This design comes from an exercise in tuning for small area and a short achievable clock period on the open sky130 flow, not from production work.
Where RTL was checked, it was by simulation tests only, not by an equivalence proof against the original.
Power is estimated from default activity; no workload was simulated.

== north ==
## mipsExecUnit
module mipsExecUnit
(
    input  logic        clk,
    input  logic        rstN,
    input  logic        instrValid,
    input  logic [31:0] instrWord,
    input  logic [31:0] rsValue,
    input  logic [31:0] rtValue,
    output logic        resultValid,
    output logic [32:0] execOut
);
Size in the first run: about 2200 cells after synthesis, ~290 flip-flops, roughly 130 I/O pins, roughly 0.022 mm² of cells after synthesis.
==> flow/config.mk <==
export PLATFORM = sky130hd
export DESIGN_NAME = mipsExecUnit
export DESIGN_NICKNAME = mipsExecUnit
export VERILOG_FILES = /design/flow/design.v
export SDC_FILE = /design/flow/constraint.sdc
export NUM_CORES = 4
export LEC_CHECK = 0
export CAP_MARGIN = 20
export CORE_MARGIN = 2
export CORE_UTILIZATION = 60
export PLACE_DENSITY = 0.8
export SETUP_SLACK_MARGIN = 5
export SLEW_MARGIN = 20
==> flow/constraint.sdc <==
create_clock -name core_clock -period 9.0 [get_ports {clk}]
set_input_delay 1.8000 -clock core_clock [delete_from_list [all_inputs] [get_ports {clk}]]
set_output_delay 1.8000 -clock core_clock [all_outputs]
set_load 0.01 [all_outputs]
standard.sh (not shown) runs the stock make flow with config.mk's settings and CLKGATE_MAP_FILE= SYNTH_SCRIPT=/design/flow/synth_recipe.tcl, a recipe that flattens the netlist after the stock synthesis.
==> flow/flow/run.sh <==
#!/bin/bash
bash standard.sh SETUP_SLACK_MARGIN=5.6 finish > standard.log 2>&1
Inputs modified between north and south:
diff --git a/flow/design.v b/flow/design.v
--- a/flow/design.v
+++ b/flow/design.v
@@ -168,15 +168,15 @@
     always_comb begin
         if (kImm)      bSel = {{16{imm[15] & ~kZext}}, imm};
         else           bSel = rtValue;
     end
     logic [3:0] tt;
     always_comb begin
         tt = 4'b0000;                             
-        if (kAddB)         tt = 4'b1010;          
+        if (kAddB | kMulX) tt = 4'b1010;          
         if (kSubB)         tt = 4'b0101;          
         if (kAnd)          tt = 4'b1000;
         if (kOr)           tt = 4'b1110;
         if (kXor)          tt = 4'b0110;
         if (kNor)          tt = 4'b0001;
     end
     logic [31:0] xSel, aSel, shOne;
@@ -225,15 +225,15 @@
     logic [31:0] c1;
     logic        cin1, srl1, slt1, sltK1, sltS1, tk1;
     always_ff @(posedge clk) begin
         if (!rstN) v1 <= 1'b0;
         else       v1 <= instrValid;
         a1    <= aSel;
         f1    <= fSel;
-        c1    <= xSel;                     
+        c1    <= kMulX ? 32'd0 : xSel;
         cin1  <= kSubB;
         srl1  <= fSrl;
         slt1  <= kSlt;
         sltK1 <= kSlt & sgnDiff & rsValue[31];
         sltS1 <= kSlt & ~sgnDiff;
         tk1   <= takenSel;
     end
@@ -1199,26 +1199,24 @@
     assign fs225 = fs195 ^ r2t[120] ^ fc194;
     assign fc225 = (fs195 & r2t[120]) | (fs195 & fc194) | (r2t[120] & fc194);
     logic [31:0] rowA, rowB;
     assign rowA = {(r2t[121] ^ r2t[122] ^ r2t[123] ^ r2t[124] ^ r2t[125] ^ fc195 ^ fc225), fs225, fs224, fs223, fs222, fs221, fs220, fs219, fs218, fs217, fs216, fs215, fs214, fs213, fs212, fs211, fs210, fs209, fs208, fs207, fs206, fs205, fs204, fs203, fs202, fs201, fs200, fs199, fs198, fs197, fs196, hs30};
     assign rowB = {1'b0, fc224, fc223, fc222, fc221, fc220, fc219, fc218, fc217, fc216, fc215, fc214, fc213, fc212, fc211, fc210, fc209, fc208, fc207, fc206, fc205, fc204, fc203, fc202, fc201, fc200, fc199, fc198, fc197, fc196, hc30, r2t[3]};
     logic [31:0] sum;
     assign sum = rowA + rowB;
-    logic [31:0] sum3, res;
-    logic        srl3, slt3, sltK3, sltS3, tk3, pass3;
+    logic [31:0] res;
+    logic        pass2;
+    assign pass2 = ~srl2 & ~slt2;
+    always_comb begin
+        for (int i = 1; i < 32; i++) res[i] = (pass2 & sum[i]) | (srl2 & sum[31-i]);
+        res[0] = (pass2 & sum[0]) | ((srl2 | sltS2) & sum[31]) | sltK2;
+    end
+    logic [31:0] res3;
+    logic        tk3;
     always_ff @(posedge clk) begin
         if (!rstN) resultValid <= 1'b0;
         else       resultValid <= v2;
-        sum3  <= sum;
-        srl3  <= srl2;
-        slt3  <= slt2;
-        sltK3 <= sltK2;
-        sltS3 <= sltS2;
-        tk3   <= tk2;
-    end
-    assign pass3 = ~srl3 & ~slt3;
-    always_comb begin
-        for (int i = 1; i < 32; i++) res[i] = (pass3 & sum3[i]) | (srl3 & sum3[31-i]);
-        res[0] = (pass3 & sum3[0]) | ((srl3 | sltS3) & sum3[31]) | sltK3;
+        res3 <= res;
+        tk3  <= tk2;
     end
-    assign execOut = {res, tk3};
+    assign execOut = {res3, tk3};
 endmodule
The lower non-clock inverter total of the final layout of north and south is in north.
In the reports for north and south, the smaller stage delay of the slowest cell on the critical path belongs to north.
Relative to north, the routed wire length measured on south has increased slightly.
Between south and north, it is south whose via count of the routed design is higher, by about 1.6%.
In south, the areal power density over the cells came out 3.0% above the value in north.
Power grows by a few percent when moving from north to south.
[diff] clock power, south relative to north: regression
| first-pass GRT wire length | south vs north | 1500 µm higher |
Function not checked in south: the RTL went through the layout flow alone.

[what the ideal ports hide]
No port has a modelled driver above. Below, the same layouts with a new extraction and two added sets of constraints.
Step 1 sets driving cells, clkbuf_16 on the clock port and buf_2 on the other inputs (assumed; they add their load-dependent delay and slew).
Step 2 adds t to the input delays and takes it off the output delays; t is the mean of the earliest and latest rising clock arrival at the registers after step 1. Input paths then give back, and output paths get back, about the clock's delay inside the block.
Three values: ideal ports, drivers, drivers and shift; two values: the first two.
run	t, ns	setup slack, ns	clock arrival spread, ns
north	0.649	5.340 / 5.340 / 4.981	0.030 / 0.029
south	0.645	5.262 / 5.262 / 4.896	0.047 / 0.047
After both steps setup and hold are still met in every run listed. The setup slack of south, which loses most, moves by 0.000 ns with the drivers and by -0.366 ns with both steps.
